This is an optimization exercise on Yosys and OpenROAD, whose aim is small area, a short achievable clock period and few clock cycles, not a production implementation. The RTL was checked by simulation tests, not by an equivalence proof against the original design.

==> flow/design.v (outline; a module is shown in full before it is edited, if it fits) <==
// module iter_heaps: 2985 lines
// module iter_merge: 467 lines
// module scan_lane: 170 lines
// module view_control: 38 lines
// module fb_write_arbiter: 77 lines
// module mandel_render_top: 105 lines
module mandel_render_top #(
	parameter int SCREEN_W = 64,
	parameter int SCREEN_H = 48,
	parameter int MAX_ITER = 256,
	parameter int NUM_LANES = 2,
	parameter fixed_point_pkg::fixed_t BASE_STEP = 27'sd393216,
	parameter int ZOOM_MAX = 8
) (
	input  logic clk,
	input  logic reset,
	input  logic zoom_in_i,
	input  logic zoom_out_i,
	input  logic pan_left_i,
	input  logic pan_right_i,
	input  logic pan_up_i,
	input  logic pan_down_i,
	output logic psel_o,
	output logic penable_o,
	output logic pwrite_o,
	output logic [18:0] paddr_o,
	output logic [7:0] pwdata_o,
	input  logic pready_i,
	output logic frame_done_o
);
  // ...
==> flow/run.sh <==
#!/bin/bash
# synth_recipe.tcl (not shown) runs the flow's synth.tcl, then flattens the netlist and writes it again
# the make line also repeats each setting of config.mk as NAME=value (left out here)
make -C /OpenROAD-flow-scripts/flow DESIGN_CONFIG=/design/flow/config.mk WORK_HOME=/design/flow/orfs CLKGATE_MAP_FILE= SYNTH_SCRIPT=/design/flow/synth_recipe.tcl finish
==> flow/config.mk <==
export PLATFORM = sky130hd
export DESIGN_NAME = mandel_render_top
export DESIGN_NICKNAME = mandel_render_top
export VERILOG_FILES = /design/flow/design.v
export SDC_FILE = /design/flow/constraint.sdc
export NUM_CORES = 4
export LEC_CHECK = 0
export CAP_MARGIN = 20
export CORE_MARGIN = 2
export CORE_UTILIZATION = 40
export SLEW_MARGIN = 20
==> flow/constraint.sdc <==
create_clock -name core_clock -period 15.0 [get_ports {clk}]
set_input_delay 3.0000 -clock core_clock [delete_from_list [all_inputs] [get_ports {clk}]]
set_output_delay 3.0000 -clock core_clock [all_outputs]
set_load 0.01 [all_outputs]
==> notes.md, run 1 <==
The run finished with no timing, DRC or antenna violations. The ratio of cells with drive above 1 in the final layout is 0.0477. The proportion of synthesized chip area in sequential cells is 0.224. After synthesis the netlist holds a flip-flop and latch count of around 640. The required time of the critical path is around 16000 ps.

The layer flagged by global routing as most heavily used is met2. After detailed routing, the average wire length per cell comes to roughly 21 µm. The count of TritonRoute iterations in the first routing pass came out at 6. The worst-skew pair later-pin latency is just under 700 ps. The met2 demand-to-capacity share in global routing came out at 0.382. The final worst setup slack came out at 8320 ps. fa_1 takes more of the synthesized area than any other cell. The worst-path maximum fanout is 26. The fill cell instance count of the final layout came out at 15000. The wire length on met3 is around 19000 µm. The most critical setup path has its startpoint at scan_lane_i.s0_zi[2]. Static timing analysis puts the maximum clock frequency at 150 MHz.

The worst setup path is captured at a register. The worst clock skew came out at 46.9 ps. Among all flip-flop cells after synthesis, the most frequent one is dfxtp_1. The path class of the tightest hold or removal check is reg2reg. Registers take 0.0140 mm².

The CTS root buffer is clkbuf_16. Along the worst hold path, the cell count comes to 0. The area fraction of the dominant cell type after synthesis is 0.299. The I/O pin count is 40. Counting cells, the worst reg-to-reg path comes to 16. The number of buffers added on ports came out at 32.

After global routing the overflow that remains totals 0. The H-tree depth came out at 3. The number of nets in the layout is ~8000. The total DRC errors in the routed layout came out at 0. The post-synthesis instance area came out at between 0.06 and 0.07 mm². The critical path is of the reg2reg type.

The multi-input gate share of the layout cell area is 0.632. The stage delay of the slowest cell on the critical path came out at 900 ps. The number of hold violations in the final report came to 0. Leaving out the clock tree, the finished layout contains an inverter count of between 1000 and 1500. TritonCTS built the clock tree.

The global router's overall resource usage is 0.242.
Testbench counts, summed over its fixed seeds: cycles 3,485,962.
==> run 2, diff against run 1 <==
--- a/flow/config.mk
+++ b/flow/config.mk
@@ -6,6 +6,6 @@
 export NUM_CORES = 4
 export LEC_CHECK = 0
-export CAP_MARGIN = 20
+export CAP_MARGIN = 95
 export CORE_MARGIN = 2
 export CORE_UTILIZATION = 40
-export SLEW_MARGIN = 20
+export SLEW_MARGIN = 95
==> notes.md, run 2 <==
The I/O pin count is 40 (unchanged). The placer's final routability congestion estimate came out at 0.903 (unchanged). The proportion of synthesized chip area in sequential cells is 0.224 (unchanged).

The count of warnings emitted by yosys is 4 (unchanged). The number of synthesized flops with an enable pin is 110 (unchanged). The synthesized area per cell came out at 9.00 µm² (unchanged). The cell count after synthesis is 6928 (unchanged). The most used standard cell by instance count after synthesis is inv_1 (unchanged).

The number of buffers added on ports is 32 (unchanged). Run status: stopped before the end (was timing/DRC/antenna clean). The area fraction of the dominant cell type after synthesis is 0.299 (unchanged). The overall die height is 399 µm (unchanged).

The count of distinct cell types in the synthesized netlist is 76 (unchanged). Commonest cells in the synthesized netlist: 1173 x inv_1, 940 x nand2_1, 931 x fa_1 (unchanged). The number of placement rows is 144 (unchanged).

The run ended at detailed placement (3_5_place_dp). The post-synthesis instance area is 0.0624 mm² (unchanged). The number of storage elements in the synthesis netlist is 642 (unchanged). The top cell type by total area after synthesis is fa_1 (unchanged).

The async set-or-reset flop fraction in the synthesized netlist is 0 (unchanged). The commonest register cell after synthesis is dfxtp_1 (unchanged). The first error in the log reads "[ERROR DPL-0038] Utilization greater than 100%, impossible to legalize". Dominant cells by area after synthesis: fa_1 30%, dfxtp_1 17%, ha_1 7.5%, inv_1 7.1%, xnor2_1 6.0% (unchanged). The die width came out at 399 µm (unchanged).

The starting utilization of the core area is 0.404 (unchanged).
==> run 2: how the worst min path moves through the flow <==
stage                      startpoint  slack (ps)                      to
2_1_floorplan  scan_lane_i.s0_addr[0]         310  scan_lane_i.s1_addr[0]
3_3_place_gp    scan_lane_i.s0_cr[21]         310   scan_lane_i.s1_cr[21]
==> run 2: cells by family after synthesis <==
logic type      Yosys count  share of synthesized area
compound gates          863                     0.0818
xor+xnor                509                     0.0715
fa+ha+maj              1304                      0.374
buf+inv                1617                     0.0987
flops                   642                      0.224
mux                      56                    0.00963
other cells               1                  0.0000601
simple gates           1936                      0.141
==> run 2: through the flow <==
step              setup WS [ps]  std cells  cell area (µm²)  hold slack, ps
global placement           8150       8700            64500             311
floorplan                  8660       6934            62400             310
==> run 3, diff against run 2 <==
--- a/flow/config.mk
+++ b/flow/config.mk
@@ -6,6 +6,6 @@
 export NUM_CORES = 4
 export LEC_CHECK = 0
-export CAP_MARGIN = 95
+export CAP_MARGIN = 80
 export CORE_MARGIN = 2
 export CORE_UTILIZATION = 40
-export SLEW_MARGIN = 95
+export SLEW_MARGIN = 80
==> notes.md, run 3 <==
The number of routed nets with antenna violations came out at 0. The post-CTS setup buffer count came out at 0. The initial antenna violation count is 10. Commonest cells in the synthesized netlist: 1173 x inv_1, 940 x nand2_1, 931 x fa_1 (unchanged). The synthesized area per cell is 9.00 µm² (unchanged).

The largest registers in the layout are scan_lane_i.s0_sv: 52 flops, scan_lane_i.s1_sv: 52 flops. The fill cell instance count of the final layout came out at approximately 14000. Run status: timing/DRC/antenna clean (was stopped before the end). Counting along the longest clock path gives a buffer depth of 3.

The total count of max-transition violations in the final report came to 0. The number of buffers added on ports is 32 (unchanged).

Counting I/O delays and the setup requirement, the final critical path takes 5640 ps. The startpoint identified for the worst register-to-register timing path is scan_lane_i.s1_a0[24]. The dominant combinational cell family by area after synthesis was adder cells (unchanged). The total overflow reported by the global router is 0. The core footprint is 0.154 mm². The via count of the first global-routing pass is 49900. The clock tree from TritonCTS is built. Across all layers, the routed design uses 47500 vias. Setup slack on the critical path of the routed design comes to 9360 ps. The starting utilization of the core area is 0.404 (unchanged). The data arrival time of the critical path came out at 6180 ps. The proportion of synthesized chip area in sequential cells is 0.224 (unchanged). The post-synthesis instance area is 0.0624 mm² (unchanged). The end point of the worst hold path is scan_lane_i.s1_cr[24].

The min-delay analysis places its worst path in the category reg2reg. The area fraction of the dominant cell type after synthesis came out at 0.299 (unchanged). The critical setup path kind is reg2reg. The multi-input combinational cell area is 0.0437 mm². The utilization of the core after routing is 0.465. The capturing point of the worst reg2reg path is scan_lane_i.s0_cr[22]. The adder and majority cell fraction of the synthesized area is 0.374 (unchanged). The post-detailed-placement half-perimeter wirelength is 143000 µm. The die outline area came out at 0.159 mm². The worst hold-check slack is 320 ps. Leaving out fill and tap cells, the most frequent cell in the layout is inv_1.

The die width came out at 399 µm (unchanged). The placer's final routability congestion estimate is 0.903 (unchanged). The depth of the most critical reg-to-reg path came out at 21.

The top cell type by total area after synthesis is fa_1 (unchanged). In the global route stage, overall resource usage came out at 0.245. The overall die height is 399 µm (unchanged). The global-route wire length before repair is 296000 µm.

The count of warnings emitted by yosys came out at 4 (unchanged). Timing would allow up to roughly 180 MHz. The cell count after synthesis is 6928 (unchanged).

Along the worst hold path, the cell count comes to 0. The post-synthesis compound-gate area fraction came out at 0.0818 (unchanged). The routed wire length is between 150000 and 200000 µm. The count of distinct cell types in the synthesized netlist came out at 76 (unchanged). The post-cts hold buffer count is 0. CTS built an H-tree with a depth of 3.

In this run the most critical hold path is launched from scan_lane_i.s0_cr[24]. Setup repair after global routing left no endpoint under its margin. The ratio of cells with drive above 1 in the final layout came out at 0.101. The worst-skew pair later-pin latency came out at between 600 and 700 ps.

The commonest register cell after synthesis was dfxtp_1 (unchanged). The number of storage elements in the synthesis netlist was 642 (unchanged). After clock tree synthesis, the clock-pin slew on the worst setup and hold paths is around 60 ps. The most used standard cell by instance count after synthesis is inv_1 (unchanged). The critical path capture point type is a register. Along the worst path, the maximum fanout reaches 29.

The number of buffers inserted during clock tree synthesis came out at 72. The average detailed-routed wire length per instance is between 20 and 25 µm. The detailed-route vias per instance came out at 5.28. The area share of xor/xnor cells in the synthesized design came out at 0.0715 (unchanged).

The CTS sink count is 642. The area growth from synthesis to final layout is 15.0%. The worst clock skew came out at 46.3 ps. Dominant cells by area after synthesis: fa_1 30%, dfxtp_1 17%, ha_1 7.5%, inv_1 7.1%, xnor2_1 6.0% (unchanged). The total of max-cap violations came out at 0.

Post-CTS repair changed the size of 0 cells. The setup check on the worst reg-to-reg path leaves a slack of 9360 ps. The pre-CTS worst setup slack is 9470 ps. Dividing the final minimum period by the clock period gives 0.376. The maximum number of pins on one net before global-route repair is just under 50. The number of hold violations in the final report is 0. The share of cell area taken by muxes after synthesis was 0.00963 (unchanged). Summed over all failing endpoints, the final setup total negative slack is 0 ps. Leaving out fill and tap cells, the most frequent cells in the layout are 1156 x inv_1, 930 x fa_1, 916 x nand2_1, 487 x dfxtp_1, 377 x xnor2_1.

The I/O pin count was 40 (unchanged). The total DRC errors in the routed layout is 0. The number of synthesized flops with an enable pin is 110 (unchanged).

Setup violations remaining at the end of the flow were counted as 0. The required time of the critical path came out at 15550 ps. The number of placement rows is 144 (unchanged).

The initial DRC count is just over 4000. The async set-or-reset flop fraction in the synthesized netlist came out at 0 (unchanged). The CTS root buffer is clkbuf_16. The sequential cell area is 0.0141 mm². The count of TritonRoute iterations in the first routing pass is 8.

The post-synthesis simple-gate area fraction came out at 0.141 (unchanged). The number of nets in the layout came out at 8199. The worst setup path is launched from a register.
## run 3: cell counts after synthesis
Identical to the previous run, type by type.
## run 3: area by class of cell
type,instances,area share
Sequential cell,642,0.196
Clock buffer,96,0.0281
Timing Repair Buffer,308,0.0611
Inverter,1187,0.0633
Antenna cell,7,0.000244
Clock inverter,37,0.00696
Multi-Input combinational cell,4675,0.609
Tap cell,2044,0.0357
## run 3: kinds of logic after synthesis
kind of cell	after synthesis
buffers and inverters	1617
multiplexers	56
AO/OA/AOI/OAI	863
other	1
adder cells (fa/ha/maj)	1304
AND/OR/NAND/NOR	1936
flip-flops	642
XOR/XNOR	509
## run 3: worst max-delay path by stage
stage | end | start | depth (start not counted)
2_1_floorplan | fb_write_arbiter_i.t_addr[0] | scan_lane_i.s1_a0[24] | 15
3_3_place_gp | scan_lane_i.gen_ci[3] | scan_lane_i.s1_a0[8] | 15
3_5_place_dp | scan_lane_i.s0_cr[3] | scan_lane_i.s1_a0[24] | 20
4_1_cts | scan_lane_i.s0_zr[3] | scan_lane_i.s1_a0[24] | 20
5_1_grt | scan_lane_i.s0_sv[48] | scan_lane_i.s1_a0[24] | 21
6_report | scan_lane_i.s0_cr[22] | scan_lane_i.s1_a0[24] | 21
## run 3: layer usage
layer / share of wire / wire [µm] / track usage
met1: 0.40 / 77200 / 0.323
met2: 0.46 / 86800 / 0.389
met3: 0.094 / 17900 / 0.0512
met4: 0.046 / 8860 / 0.103
met5: 0.00019 / 36 / 0
## run 3: critical path, stage by stage (launching register included)
cell	delay (ps)
dfxtp_1	350
inv_1	70
fa_1	530
inv_1	80
fa_1	540
inv_1	60
fa_1	470
ha_1	330
nand4_1	240
nor4_4	350
a222oi_1	150
buf_1	140
buf_1	120
a311o_1	390
o211a_4	230
a22oi_2	270
buf_8	260
buf_8	210
buf_8	210
buf_12	200
nor2_1	90
a21o_1	150
## run 3: metrics by stage
step                instance area (µm²)  instances
floorplan                         62400       6934
global placement                  64500       8700
detailed placement                68500       8840
CTS                               71000       8973
global route                      71700       8993
finish                            71700       8996

separate check: timing with driven ports:
The results above use ideal ports. As a check the final layouts listed here were re-extracted and re-timed, cells and wires unchanged. Step 1, drivers: a clkbuf_16 drives clk and a buf_2 each remaining input, both assumed. Step 2 also shifts input and output timing later by t, the mid clock arrival at the registers, as if the neighbouring blocks saw the same clock. Slacks: ideal ports / drivers / drivers and shift; pairs: ideal ports / drivers.
run	shift t [ns]	setup slack, ns	latest minus earliest clock arrival (ns)
run 1	0.738	8.318 / 8.318 / 8.318	0.047 / 0.047
run 3	0.724	9.364 / 9.364 / 9.364	0.046 / 0.047
After both steps setup and hold are still met in every run listed.
